This is an optimization exercise on Yosys and OpenROAD, whose aim is small area, a short achievable clock period and few clock cycles, not a production implementation.
Function was checked by simulation only, so behaviour that the tests miss may differ from the original.
Power and IR drop assume default switching activity.

`config.mk`:
```
export PLATFORM = sky130hd
export DESIGN_NAME = cursor_linked_list_engine
export DESIGN_NICKNAME = cursor_linked_list_engine
export VERILOG_FILES = /design/flow/design.v
export SDC_FILE = /design/flow/constraint.sdc
export NUM_CORES = 8
export LEC_CHECK = 0
export CAP_MARGIN = 20
export CORE_MARGIN = 2
export CORE_UTILIZATION = 30
export PLACE_DENSITY = 0.5
export SLEW_MARGIN = 20
```
`constraint.sdc`:
```
create_clock -name core_clock -period 7.0 [get_ports {clock}]
set_input_delay 1.4000 -clock core_clock [delete_from_list [all_inputs] [get_ports {clock}]]
set_output_delay 1.4000 -clock core_clock [all_outputs]
set_load 0.01 [all_outputs]
```
`design.v`:
```
`default_nettype none
package clle_pkg;
   localparam int NODE_COUNT_DEF = 16;
   localparam int CNT_W          = 5;
   localparam logic [3:0] OP_CLEAR      = 4'd0;
   localparam logic [3:0] OP_MODIFY     = 4'd1;
   localparam logic [3:0] OP_VIEW       = 4'd2;
   localparam logic [3:0] OP_INS_FIRST  = 4'd3;
   localparam logic [3:0] OP_INS_LAST   = 4'd4;
   localparam logic [3:0] OP_INS_AFTER  = 4'd5;
   localparam logic [3:0] OP_DEL_FIRST  = 4'd6;
   localparam logic [3:0] OP_DEL_LAST   = 4'd7;
   localparam logic [3:0] OP_DEL_KEY    = 4'd8;
   localparam logic [3:0] OP_FREE_COUNT = 4'd9;
   localparam logic [1:0] ST_OK        = 2'd0;
   localparam logic [1:0] ST_EMPTY     = 2'd1;
   localparam logic [1:0] ST_NOT_FOUND = 2'd2;
   localparam logic [1:0] ST_NO_MEM    = 2'd3;
   typedef enum logic [3:0] {
      S_IDLE,
      S_DECODE,
      S_FIND,
      S_VIEW,
      S_ALLOC,
      S_TAIL,
      S_LINK,
      S_UNLINK,
      S_RELEASE,
      S_COUNT,
      S_EMIT
   } state_type;
   typedef enum logic [3:0] {
      A_NOP,
      A_LATCH,
      A_CLEAR,
      A_SEEK_HEAD,
      A_SEEK_FREE,
      A_STEP,
      A_VIEW,
      A_FILL,
      A_FETCH_FREE,
      A_ALLOC_HEAD,
      A_ALLOC_TAIL,
      A_ALLOC_AFTER,
      A_LINK_CUR,
      A_UNLINK,
      A_RELEASE
   } act_type;
   typedef struct packed {
      act_type    act;
      logic       emit;
      logic       res_load;
      logic [1:0] res_status;
      logic       res_data;
      logic       res_count;
   } cmd_type;
   typedef struct packed {
      logic [3:0] op;
      logic       empty;
      logic       cur_node;
      logic       next_node;
      logic       steps_left;
      logic       key_hit;
      logic       free_avail;
      logic       view_last;
      logic       no_count;
      logic       out_free;
   } stat_type;
endpackage
`default_nettype wire
`default_nettype none
module clle_datapath #(
   parameter int NODE_COUNT = clle_pkg::NODE_COUNT_DEF
) (
   input  logic                     clock,
   input  logic                     reset,
   input  clle_pkg::cmd_type        cmd,
   output clle_pkg::stat_type       stat,
   input  logic [3:0]               req_operation,
   input  logic signed [31:0]       req_match_key,
   input  logic signed [31:0]       req_new_key,
   input  logic [31:0]              req_new_payload,
   output logic                     rsp_valid,
   input  logic                     rsp_ready,
   output logic [1:0]               rsp_status,
   output logic signed [31:0]       rsp_key_out,
   output logic [31:0]              rsp_payload_out,
   output logic [clle_pkg::CNT_W-1:0] rsp_count_out,
   output logic                     rsp_last
);
   localparam int IW = $clog2(NODE_COUNT);
   localparam int LW = $clog2(NODE_COUNT + 1);
   localparam logic [LW-1:0] NIL = LW'(NODE_COUNT);
   logic [LW-1:0]        link_mem [NODE_COUNT];
   logic signed [31:0]   key_mem  [NODE_COUNT];
   logic [31:0]          pay_mem  [NODE_COUNT];
   logic [3:0]           op_ff, op_in;
   logic signed [31:0]   mkey_ff, mkey_in, nkey_ff, nkey_in;
   logic [31:0]          npay_ff, npay_in;
   logic [LW-1:0]        head_ff, head_in, free_ff, free_in;
   logic [LW-1:0]        cur_ff, cur_in, prev_ff, prev_in;
   logic [LW-1:0]        new_ff, new_in, nxt_ff, nxt_in;
   logic [LW-1:0]        steps_ff, steps_in;
   logic [NODE_COUNT-1:0] valid_ff, valid_in;
   logic [LW-1:0]        rd_addr_ff, rd_addr_in;
   logic                 rd_valid_ff, rd_valid_in;
   logic [LW-1:0]        rd_link_ff;
   logic signed [31:0]   rd_key_ff;
   logic [31:0]          rd_pay_ff;
   logic [1:0]           res_status_ff, res_status_in;
   logic signed [31:0]   res_key_ff, res_key_in;
   logic [31:0]          res_pay_ff, res_pay_in;
   logic [clle_pkg::CNT_W-1:0]     res_cnt_ff, res_cnt_in;
   logic                 rsp_valid_ff, rsp_valid_in;
   logic [1:0]           rsp_status_ff, rsp_status_in;
   logic signed [31:0]   rsp_key_ff, rsp_key_in;
   logic [31:0]          rsp_pay_ff, rsp_pay_in;
   logic [clle_pkg::CNT_W-1:0]     rsp_cnt_ff, rsp_cnt_in;
   logic                 rsp_last_ff, rsp_last_in;
   logic                 rd_en;
   logic [LW-1:0]        rd_addr;
   logic                 lk_we;
   logic [LW-1:0]        lk_addr, lk_data;
   logic                 kp_we;
   logic [LW-1:0]        kp_addr;
   logic                 valid_clr;
   logic [LW-1:0]        rd_link;
   logic [LW-1:0]        steps_inc;
   logic                 view_last;
   logic                 out_free;
   function automatic logic node_ok(input logic [LW-1:0] x);
      node_ok = x < NIL;
   endfunction
   assign rd_link   = rd_valid_ff ? rd_link_ff : rd_addr_ff + LW'(1);
   assign steps_inc = steps_ff + LW'(1);
   assign view_last = !node_ok(rd_link) || (steps_inc >= NIL);
   assign out_free  = !rsp_valid_ff || rsp_ready;
   always_comb begin
      stat.op         = op_ff;
      stat.empty      = !node_ok(head_ff);
      stat.cur_node   = node_ok(cur_ff);
      stat.next_node  = node_ok(rd_link);
      stat.steps_left = steps_ff < NIL;
      stat.key_hit    = rd_key_ff == mkey_ff;
      stat.free_avail = node_ok(free_ff);
      stat.view_last  = view_last;
      stat.no_count   = steps_ff == '0;
      stat.out_free   = out_free;
   end
   always_comb begin
      op_in     = op_ff;
      mkey_in   = mkey_ff;
      nkey_in   = nkey_ff;
      npay_in   = npay_ff;
      head_in   = head_ff;
      free_in   = free_ff;
      cur_in    = cur_ff;
      prev_in   = prev_ff;
      new_in    = new_ff;
      nxt_in    = nxt_ff;
      steps_in  = steps_ff;
      rd_en     = 1'b0;
      rd_addr   = cur_ff;
      lk_we     = 1'b0;
      lk_addr   = cur_ff;
      lk_data   = NIL;
      kp_we     = 1'b0;
      kp_addr   = cur_ff;
      valid_clr = 1'b0;
      unique case (cmd.act)
         clle_pkg::A_NOP: begin
         end
         clle_pkg::A_LATCH: begin
            op_in   = req_operation;
            mkey_in = req_match_key;
            nkey_in = req_new_key;
            npay_in = req_new_payload;
         end
         clle_pkg::A_CLEAR: begin
            head_in   = NIL;
            free_in   = '0;
            valid_clr = 1'b1;
         end
         clle_pkg::A_SEEK_HEAD: begin
            cur_in   = head_ff;
            prev_in  = NIL;
            steps_in = '0;
            rd_en    = 1'b1;
            rd_addr  = head_ff;
         end
         clle_pkg::A_SEEK_FREE: begin
            cur_in   = free_ff;
            prev_in  = NIL;
            steps_in = '0;
            rd_en    = 1'b1;
            rd_addr  = free_ff;
         end
         clle_pkg::A_STEP, clle_pkg::A_VIEW: begin
            prev_in  = cur_ff;
            cur_in   = rd_link;
            steps_in = steps_inc;
            rd_en    = 1'b1;
            rd_addr  = rd_link;
         end
         clle_pkg::A_FILL: begin
            kp_we   = 1'b1;
            kp_addr = cur_ff;
         end
         clle_pkg::A_FETCH_FREE: begin
            new_in  = free_ff;
            nxt_in  = rd_link;
            rd_en   = 1'b1;
            rd_addr = free_ff;
         end
         clle_pkg::A_ALLOC_HEAD: begin
            free_in = rd_link;
            kp_we   = 1'b1;
            kp_addr = new_ff;
            lk_we   = 1'b1;
            lk_addr = new_ff;
            lk_data = node_ok(head_ff) ? head_ff : NIL;
            head_in = new_ff;
         end
         clle_pkg::A_ALLOC_TAIL: begin
            free_in  = rd_link;
            kp_we    = 1'b1;
            kp_addr  = new_ff;
            lk_we    = 1'b1;
            lk_addr  = new_ff;
            lk_data  = NIL;
            cur_in   = head_ff;
            prev_in  = NIL;
            steps_in = '0;
            rd_en    = 1'b1;
            rd_addr  = head_ff;
         end
         clle_pkg::A_ALLOC_AFTER: begin
            free_in = rd_link;
            kp_we   = 1'b1;
            kp_addr = new_ff;
            lk_we   = 1'b1;
            lk_addr = new_ff;
            lk_data = nxt_ff;
         end
         clle_pkg::A_LINK_CUR: begin
            lk_we   = 1'b1;
            lk_addr = cur_ff;
            lk_data = new_ff;
         end
         clle_pkg::A_UNLINK: begin
            if (node_ok(prev_ff)) begin
               lk_we   = 1'b1;
               lk_addr = prev_ff;
               lk_data = rd_link;
            end else begin
               head_in = rd_link;
            end
         end
         clle_pkg::A_RELEASE: begin
            lk_we   = 1'b1;
            lk_addr = cur_ff;
            lk_data = free_ff;
            free_in = cur_ff;
         end
         default: begin
         end
      endcase
   end
   always_comb begin
      valid_in = valid_ff;
      if (valid_clr) begin
         valid_in = '0;
      end else if (lk_we) begin
         valid_in[lk_addr[IW-1:0]] = 1'b1;
      end
      rd_addr_in  = rd_en ? rd_addr : rd_addr_ff;
      rd_valid_in = rd_en ? valid_ff[rd_addr[IW-1:0]] : rd_valid_ff;
   end
   always_comb begin
      res_status_in = res_status_ff;
      res_key_in    = res_key_ff;
      res_pay_in    = res_pay_ff;
      res_cnt_in    = res_cnt_ff;
      if (cmd.res_load) begin
         res_status_in = cmd.res_status;
         res_key_in    = cmd.res_data ? rd_key_ff : '0;
         res_pay_in    = cmd.res_data ? rd_pay_ff : '0;
         res_cnt_in    = cmd.res_count ? clle_pkg::CNT_W'(steps_ff) : '0;
      end
   end
   always_comb begin
      rsp_valid_in  = rsp_valid_ff && !rsp_ready;
      rsp_status_in = rsp_status_ff;
      rsp_key_in    = rsp_key_ff;
      rsp_pay_in    = rsp_pay_ff;
      rsp_cnt_in    = rsp_cnt_ff;
      rsp_last_in   = rsp_last_ff;
      if (cmd.emit) begin
         rsp_valid_in  = 1'b1;
         rsp_status_in = res_status_ff;
         rsp_key_in    = res_key_ff;
         rsp_pay_in    = res_pay_ff;
         rsp_cnt_in    = res_cnt_ff;
         rsp_last_in   = 1'b1;
      end else if (cmd.act == clle_pkg::A_VIEW) begin
         rsp_valid_in  = 1'b1;
         rsp_status_in = clle_pkg::ST_OK;
         rsp_key_in    = rd_key_ff;
         rsp_pay_in    = rd_pay_ff;
         rsp_cnt_in    = clle_pkg::CNT_W'(steps_inc);
         rsp_last_in   = view_last;
      end
   end
   always_ff @(posedge clock) begin
      if (lk_we) begin
         link_mem[lk_addr[IW-1:0]] <= lk_data;
      end
      if (kp_we) begin
         key_mem[kp_addr[IW-1:0]] <= nkey_ff;
         pay_mem[kp_addr[IW-1:0]] <= npay_ff;
      end
      if (rd_en) begin
         rd_link_ff <= link_mem[rd_addr[IW-1:0]];
         rd_key_ff  <= key_mem[rd_addr[IW-1:0]];
         rd_pay_ff  <= pay_mem[rd_addr[IW-1:0]];
      end
   end
   always_ff @(posedge clock) begin
      if (reset) begin
         head_ff      <= NIL;
         free_ff      <= '0;
         valid_ff     <= '0;
         rsp_valid_ff <= 1'b0;
      end else begin
         head_ff      <= head_in;
         free_ff      <= free_in;
         valid_ff     <= valid_in;
         rsp_valid_ff <= rsp_valid_in;
      end
   end
   always_ff @(posedge clock) begin
      op_ff         <= op_in;
      mkey_ff       <= mkey_in;
      nkey_ff       <= nkey_in;
      npay_ff       <= npay_in;
      cur_ff        <= cur_in;
      prev_ff       <= prev_in;
      new_ff        <= new_in;
      nxt_ff        <= nxt_in;
      steps_ff      <= steps_in;
      rd_addr_ff    <= rd_addr_in;
      rd_valid_ff   <= rd_valid_in;
      res_status_ff <= res_status_in;
      res_key_ff    <= res_key_in;
      res_pay_ff    <= res_pay_in;
      res_cnt_ff    <= res_cnt_in;
      rsp_status_ff <= rsp_status_in;
      rsp_key_ff    <= rsp_key_in;
      rsp_pay_ff    <= rsp_pay_in;
      rsp_cnt_ff    <= rsp_cnt_in;
      rsp_last_ff   <= rsp_last_in;
   end
   assign rsp_valid       = rsp_valid_ff;
   assign rsp_status      = rsp_status_ff;
   assign rsp_key_out     = rsp_key_ff;
   assign rsp_payload_out = rsp_pay_ff;
   assign rsp_count_out   = rsp_cnt_ff;
   assign rsp_last        = rsp_last_ff;
endmodule
`default_nettype wire
`default_nettype none
module clle_ctrl (
   input  logic                clock,
   input  logic                reset,
   input  logic                req_valid,
   output logic                req_ready,
   input  clle_pkg::stat_type  stat,
   output clle_pkg::cmd_type   cmd
);
   clle_pkg::state_type state_ff, state_in;
   logic      alive;
   logic      more_tail;
   assign alive     = stat.cur_node && stat.steps_left;
   assign more_tail = stat.next_node && stat.steps_left;
   always_comb begin
      state_in = state_ff;
      unique case (state_ff)
         clle_pkg::S_IDLE: begin
            if (req_valid) state_in = clle_pkg::S_DECODE;
         end
         clle_pkg::S_DECODE: begin
            priority case (stat.op)
               clle_pkg::OP_CLEAR: state_in = clle_pkg::S_EMIT;
               clle_pkg::OP_MODIFY, clle_pkg::OP_INS_AFTER, clle_pkg::OP_DEL_KEY:
                  state_in = stat.empty ? clle_pkg::S_EMIT : clle_pkg::S_FIND;
               clle_pkg::OP_VIEW: state_in = stat.empty ? clle_pkg::S_EMIT : clle_pkg::S_VIEW;
               clle_pkg::OP_INS_FIRST, clle_pkg::OP_INS_LAST:
                  state_in = stat.free_avail ? clle_pkg::S_ALLOC : clle_pkg::S_EMIT;
               clle_pkg::OP_DEL_FIRST: state_in = stat.empty ? clle_pkg::S_EMIT : clle_pkg::S_UNLINK;
               clle_pkg::OP_DEL_LAST: state_in = stat.empty ? clle_pkg::S_EMIT : clle_pkg::S_TAIL;
               clle_pkg::OP_FREE_COUNT: state_in = clle_pkg::S_COUNT;
               default: state_in = clle_pkg::S_IDLE;
            endcase
         end
         clle_pkg::S_FIND: begin
            if (!alive) begin
               state_in = clle_pkg::S_EMIT;
            end else if (stat.key_hit) begin
               priority case (stat.op)
                  clle_pkg::OP_MODIFY: state_in = clle_pkg::S_EMIT;
                  clle_pkg::OP_INS_AFTER: state_in = stat.free_avail ? clle_pkg::S_ALLOC : clle_pkg::S_EMIT;
                  default: state_in = clle_pkg::S_RELEASE;
               endcase
            end
         end
         clle_pkg::S_VIEW: begin
            if (stat.out_free && stat.view_last) state_in = clle_pkg::S_IDLE;
         end
         clle_pkg::S_ALLOC: begin
            priority case (stat.op)
               clle_pkg::OP_INS_FIRST: state_in = clle_pkg::S_EMIT;
               clle_pkg::OP_INS_LAST: state_in = stat.empty ? clle_pkg::S_EMIT : clle_pkg::S_TAIL;
               default: state_in = clle_pkg::S_LINK;
            endcase
         end
         clle_pkg::S_TAIL: begin
            if (!more_tail) state_in = (stat.op == clle_pkg::OP_INS_LAST) ? clle_pkg::S_EMIT : clle_pkg::S_RELEASE;
         end
         clle_pkg::S_LINK:    state_in = clle_pkg::S_EMIT;
         clle_pkg::S_UNLINK:  state_in = clle_pkg::S_RELEASE;
         clle_pkg::S_RELEASE: state_in = clle_pkg::S_EMIT;
         clle_pkg::S_COUNT: begin
            if (!alive) state_in = clle_pkg::S_EMIT;
         end
         clle_pkg::S_EMIT: begin
            if (stat.out_free) state_in = clle_pkg::S_IDLE;
         end
         default: state_in = clle_pkg::S_IDLE;
      endcase
   end
   always_comb begin
      req_ready      = 1'b0;
      cmd.act        = clle_pkg::A_NOP;
      cmd.emit       = 1'b0;
      cmd.res_load   = 1'b0;
      cmd.res_status = clle_pkg::ST_OK;
      cmd.res_data   = 1'b0;
      cmd.res_count  = 1'b0;
      unique case (state_ff)
         clle_pkg::S_IDLE: begin
            req_ready = 1'b1;
            if (req_valid) cmd.act = clle_pkg::A_LATCH;
         end
         clle_pkg::S_DECODE: begin
            priority case (stat.op)
               clle_pkg::OP_CLEAR: begin
                  cmd.act      = clle_pkg::A_CLEAR;
                  cmd.res_load = 1'b1;
               end
               clle_pkg::OP_MODIFY, clle_pkg::OP_INS_AFTER, clle_pkg::OP_DEL_KEY, clle_pkg::OP_VIEW, clle_pkg::OP_DEL_FIRST,
               clle_pkg::OP_DEL_LAST: begin
                  if (stat.empty) begin
                     cmd.res_load   = 1'b1;
                     cmd.res_status = clle_pkg::ST_EMPTY;
                  end else begin
                     cmd.act = clle_pkg::A_SEEK_HEAD;
                  end
               end
               clle_pkg::OP_INS_FIRST, clle_pkg::OP_INS_LAST: begin
                  if (stat.free_avail) begin
                     cmd.act = clle_pkg::A_FETCH_FREE;
                  end else begin
                     cmd.res_load   = 1'b1;
                     cmd.res_status = clle_pkg::ST_NO_MEM;
                  end
               end
               clle_pkg::OP_FREE_COUNT: cmd.act = clle_pkg::A_SEEK_FREE;
               default: begin
               end
            endcase
         end
         clle_pkg::S_FIND: begin
            if (!alive) begin
               cmd.res_load   = 1'b1;
               cmd.res_status = clle_pkg::ST_NOT_FOUND;
            end else if (stat.key_hit) begin
               priority case (stat.op)
                  clle_pkg::OP_MODIFY: begin
                     cmd.act      = clle_pkg::A_FILL;
                     cmd.res_load = 1'b1;
                  end
                  clle_pkg::OP_INS_AFTER: begin
                     if (stat.free_avail) begin
                        cmd.act = clle_pkg::A_FETCH_FREE;
                     end else begin
                        cmd.res_load   = 1'b1;
                        cmd.res_status = clle_pkg::ST_NO_MEM;
                     end
                  end
                  default: begin
                     cmd.act      = clle_pkg::A_UNLINK;
                     cmd.res_load = 1'b1;
                     cmd.res_data = 1'b1;
                  end
               endcase
            end else begin
               cmd.act = clle_pkg::A_STEP;
            end
         end
         clle_pkg::S_VIEW: begin
            if (stat.out_free) cmd.act = clle_pkg::A_VIEW;
         end
         clle_pkg::S_ALLOC: begin
            priority case (stat.op)
               clle_pkg::OP_INS_FIRST: begin
                  cmd.act      = clle_pkg::A_ALLOC_HEAD;
                  cmd.res_load = 1'b1;
               end
               clle_pkg::OP_INS_LAST: begin
                  cmd.act      = stat.empty ? clle_pkg::A_ALLOC_HEAD : clle_pkg::A_ALLOC_TAIL;
                  cmd.res_load = 1'b1;
               end
               default: cmd.act = clle_pkg::A_ALLOC_AFTER;
            endcase
         end
         clle_pkg::S_TAIL: begin
            if (more_tail) begin
               cmd.act = clle_pkg::A_STEP;
            end else if (stat.op == clle_pkg::OP_INS_LAST) begin
               cmd.act      = clle_pkg::A_LINK_CUR;
               cmd.res_load = 1'b1;
            end else begin
               cmd.act      = clle_pkg::A_UNLINK;
               cmd.res_load = 1'b1;
               cmd.res_data = 1'b1;
            end
         end
         clle_pkg::S_LINK: begin
            cmd.act      = clle_pkg::A_LINK_CUR;
            cmd.res_load = 1'b1;
         end
         clle_pkg::S_UNLINK: begin
            cmd.act      = clle_pkg::A_UNLINK;
            cmd.res_load = 1'b1;
            cmd.res_data = 1'b1;
         end
         clle_pkg::S_RELEASE: cmd.act = clle_pkg::A_RELEASE;
         clle_pkg::S_COUNT: begin
            if (alive) begin
               cmd.act = clle_pkg::A_STEP;
            end else begin
               cmd.res_load   = 1'b1;
               cmd.res_status = stat.no_count ? clle_pkg::ST_NO_MEM : clle_pkg::ST_OK;
               cmd.res_count  = 1'b1;
            end
         end
         clle_pkg::S_EMIT: begin
            if (stat.out_free) cmd.emit = 1'b1;
         end
         default: begin
         end
      endcase
   end
   always_ff @(posedge clock) begin
      if (reset) begin
         state_ff <= clle_pkg::S_IDLE;
      end else begin
         state_ff <= state_in;
      end
   end
endmodule
`default_nettype wire
`default_nettype none
module cursor_linked_list_engine #(
   parameter int NODE_COUNT = clle_pkg::NODE_COUNT_DEF
) (
   input  logic                       clock,
   input  logic                       reset,
   input  logic                       req_valid,
   output logic                       req_ready,
   input  logic [3:0]                 req_operation,
   input  logic signed [31:0]         req_match_key,
   input  logic signed [31:0]         req_new_key,
   input  logic [31:0]                req_new_payload,
   output logic                       rsp_valid,
   input  logic                       rsp_ready,
   output logic [1:0]                 rsp_status,
   output logic signed [31:0]         rsp_key_out,
   output logic [31:0]                rsp_payload_out,
   output logic [clle_pkg::CNT_W-1:0] rsp_count_out,
   output logic                       rsp_last
);
   clle_pkg::cmd_type  cmd;
   clle_pkg::stat_type stat;
   clle_ctrl u_ctrl (
      .clock     (clock),
      .reset     (reset),
      .req_valid (req_valid),
      .req_ready (req_ready),
      .stat      (stat),
      .cmd       (cmd)
   );
   clle_datapath #(
      .NODE_COUNT (NODE_COUNT)
   ) u_datapath (
      .clock           (clock),
      .reset           (reset),
      .cmd             (cmd),
      .stat            (stat),
      .req_operation   (req_operation),
      .req_match_key   (req_match_key),
      .req_new_key     (req_new_key),
      .req_new_payload (req_new_payload),
      .rsp_valid       (rsp_valid),
      .rsp_ready       (rsp_ready),
      .rsp_status      (rsp_status),
      .rsp_key_out     (rsp_key_out),
      .rsp_payload_out (rsp_payload_out),
      .rsp_count_out   (rsp_count_out),
      .rsp_last        (rsp_last)
   );
endmodule
`default_nettype wire
```
`run.sh`:
```
#!/bin/bash
# synth_recipe.tcl (not shown) runs the flow's synth.tcl, then flattens the netlist and writes it again
# the make line also repeats each setting of config.mk as NAME=value (left out here)
make -C /OpenROAD-flow-scripts/flow DESIGN_CONFIG=/design/flow/config.mk WORK_HOME=/design/flow/orfs CLKGATE_MAP_FILE= SYNTH_SCRIPT=/design/flow/synth_recipe.tcl finish
```
==> run notes <==
-- report_power, final --
part | internal [W] | switching (W)
registers | 0.0115 | 0.000987
clock network | 0.00442 | 0.00345
logic | 0.00338 | 0.00494
total | 0.0193 | 0.00937
-- cells by family after synthesis --
group / Yosys count
compound gates: 416
xor+xnor: 41
fa+ha+maj: 7
buf+inv: 190
flops: 1478
mux: 629
simple gates: 419
-- flip-flops by register name, indices dropped and copies added, names as in the netlist, 16 cells and up --
name / flops
u_datapath.key_mem: 512
u_datapath.pay_mem: 512
u_datapath.link_mem: 80
u_datapath.mkey_ff: 32
u_datapath.nkey_ff: 32
u_datapath.npay_ff: 32
u_datapath.rd_key_ff: 32
u_datapath.rd_pay_ff: 32
u_datapath.res_key_ff: 32
u_datapath.res_pay_ff: 32
u_datapath.rsp_key_ff: 32
u_datapath.rsp_pay_ff: 32
u_datapath.valid_ff: 16
-- stage by stage --
step                total power, W  hold slack (ns)  worst slack, ns  util, %  std cells
floorplan                   0.0176            0.423             1.79        -       3180
global placement            0.0211            0.442            0.741     33.0       5807
detailed placement          0.0211            0.448            0.734     33.1       5810
CTS                         0.0290            0.461             1.08     35.6       6097
global route                0.0299            0.482            0.786     35.6       6097
finish                      0.0286            0.456             1.06     35.6       6097
-- worst register-to-register path, stage by stage, from the launching register on --
cell and delay [ns]:
dfxtp_1 0.81, or4b_4 0.65, nor4_2 0.76, inv_1 0.20, nand4b_1 0.24, a211oi_1 0.09
o21ai_1 0.47, or3b_1 0.44, o2111ai_4 0.40, buf_4 0.68, mux2i_1 0.30, o22ai_1 0.10
or4_1 0.54
-- placed cells by master (no fill, tap or decap), types with 64 or more instances in the layout --
cell type and n:
and2_1 70, mux2i_1 563, clkbuf_16 159, nor2_1 80, mux2_2 66, buf_4 64, edfxtp_1 1446, or4_1 72
o22ai_1 282, clkdlybuf4s50_1 177
-- layout make-up --
class                           instances  area [um^2]  share of cell area (%)
Sequential cell                      1478        44100                    65.3
Clock buffer                          199         4140                    6.13
Multi-Input combinational cell       1512        12300                    18.2
Inverter                               26          103                   0.152
Tap cell                             2511         3140                    4.66
Clock inverter                         88          658                   0.975
Timing Repair Buffer                  283         3120                    4.62
-- layer usage --
| metal | GRT usage (%) | vias up | routed length, um |
|---|---|---|---|
| met5 | 0 | - | 63 |
| met1 | 20.8 | 15400 | 66800 |
| met3 | 2.63 | 208 | 7330 |
| met4 | 5.28 | 12 | 4700 |
| met2 | 26.2 | 789 | 75400 |
| li1 | - | 13300 | - |
-- worst min path at each step --
stage	slack, ns	end	depth (start not counted)	start
2_1_floorplan	0.42	u_datapath.new_ff[4]	0	u_datapath.free_ff[4]
3_3_place_gp	0.44	u_datapath.valid_ff[12]	2	u_datapath.valid_ff[12]
3_5_place_dp	0.45	u_datapath.valid_ff[12]	2	u_datapath.valid_ff[12]
4_1_cts	0.46	u_datapath.valid_ff[12]	2	u_datapath.valid_ff[12]
5_1_grt	0.48	u_datapath.valid_ff[13]	1	u_datapath.valid_ff[13]
6_report	0.46	u_datapath.valid_ff[12]	2	u_datapath.valid_ff[12]
==> results.toml <==
[sta]
tns_ns = 0
fmax_mhz = 168
layout_min_cycle_time_ns = 5.94
fin_skew_ns = 0.0371
fin_crit_sh_pct = 84.8
rsz0062_at_grt = "false"
hold_viol = 0
tightest_slew_ns = 1.10
setup_violations = 0
relSlewSlack_pct = 26.7
drv_slew = 0

[grt]
grtUsageTotal_pct = 15.7
grt_start_max_net_pins = 70
grt_pass1_vias = 29900
antenna_found_initial = 9
grt_overflow = 0
grt_pass1_wl_mm = 220

[die]
dieArea_um2 = 194000
initial_utilization_pct = 30.1
rows = 160
die_y_um = 440
die_w_um = 440
core_area_um2 = 190000
ios = 178

[worst_setup_path]
critPathTopFamily = "simple AND/OR/NAND/NOR gates"
critPathArrivalTime_ns = 6.47
crit_chain = "or4b_4 > nor4_2 > inv_1 > nand4b_1 > a211oi_1 > o21ai_1 > or3b_1 > o2111ai_4 > buf_4 > mux2i_1 > o22ai_1 > or4_1"
crit_path_start_kind = "flip-flop"
crit_path_start = "u_ctrl.state_ff[0]"
worst-path-buf-inv = 2
critPathMaxFanout = 35
cp-endpoint = "u_datapath.rd_key_ff[11]"
worstSetupEndpointType = "flip-flop"
ff2ff_path_depth = 12
critPathKind = "reg2reg"
critical-path-slowest-cell = "dfxtp_1"
path_depth = 12
r2r_setup_slack_ns = 1.06
r2r-start = "u_ctrl.state_ff[0]"
slowest_delay_ns = 0.81
cp.required_ns = 7.53
r2r_end = "u_datapath.rd_key_ff[11]"

[clock_network]
clkSinkCount = 1478
h-tree-depth = 4
cts_tree = "yes"
clock_path_buffers = 3
cts_root_buffer = "clkbuf_16"
cts_setup_buffers = 0
clock_latency_ns = 0.80
clk_pin_slew_ns = 0.06
ctsResizeCount = 0
numCtsBuffers = 156
postCtsHoldBufs = 0

[final_layout]
final_area_um2 = 67500
layout-drive-gt1-share_pct = 12.3
diodes = 0
nFillCells = 17700
area_delta_synth_final_pct = 18.4
fin_nets = 3568

[power_and_ir_drop]
power_density_nw_per_um2 = 424
vdd_ir_drop_max_uv = 317
leakage_nw = 22.5

[yosys]
synth-compound-area-share_pct = 4.96
synth_fa_ha_area_share_pct = 0.154
synthXorXnorAreaFrac_pct = 0.630
synth_top_family_by_area = "multiplexers"
synth_seq_cells = 1478
yosysTopAreaCell = "edfxtp_1"
netlist_area_um2 = 57000
synth_cell_type_count = 79
synth_edf_count = 1446
syn_inst = 3180
synth_mux_area_share_pct = 11.2
synth.net_count = 3291
ys_seq_area_share_pct = 77.3
synth-simple-area-share_pct = 4.16
yosysMostFrequentCell = "edfxtp_1"
syn_area_per_cell_um2 = 17.9
ys.flop_type = "edfxtp_1"
synth_top_cells_by_area = "edfxtp_1 (76%), mux2i_1 (9.9%), o22ai_1 (3.1%), mux2_2 (1.3%), dfxtp_1 (1.1%)"
synthArstFlopShare_pct = 0
netlist_top_cells_count = "edfxtp_1 (1446), mux2i_1 (563), o22ai_1 (282)"
synth_top_area_share_pct = 76.2
yosysWarningCount = 2

[placed_design]
io_buffer_count = 177
dpl_cell_area_um2 = 62700
gp_congestion = 0.812
place_hpwl_mm = 88.1

[routing]
via_count = 29700
antenna_left = 0
routedWlPerCell_um = 25.3
drc_errors = 0
viasPerCell = 4.87
routed_wl_mm = 154
drt_iter0_markers = 2852
first_pass_iters = 6

[run]
cap_viol_max_count = 0

[outcome]
status = "complete, no violations"

[hold_path]
hold_class = "reg2reg"
Testbench counts, summed over its fixed seeds: cycles 25,570.

==> separate check: timing with driven ports <==
No port has a modelled driver above. Below, the same layout with a new extraction and two added sets of constraints.
Step 1: set_driving_cell puts a clkbuf_16 on clock and a buf_2 on each other input, an assumption about the parent block.
Step 2 times the ports against the registers' clock, not the clock port: input delays grow and output delays shrink by t, the midpoint of the rising clock arrivals with the driver on.
Slacks: ideal / step 1 / step 2; pairs: ideal / step 1.
t (ns): 0.857
slack for setup (ns): 1.065 / 1.065 / 0.634
latest minus earliest clock arrival (ns): 0.037 / 0.037
After both steps this run still meets setup and hold. For this run, drivers alone change the setup slack by 0.000 ns; drivers and shift together by -0.431 ns.
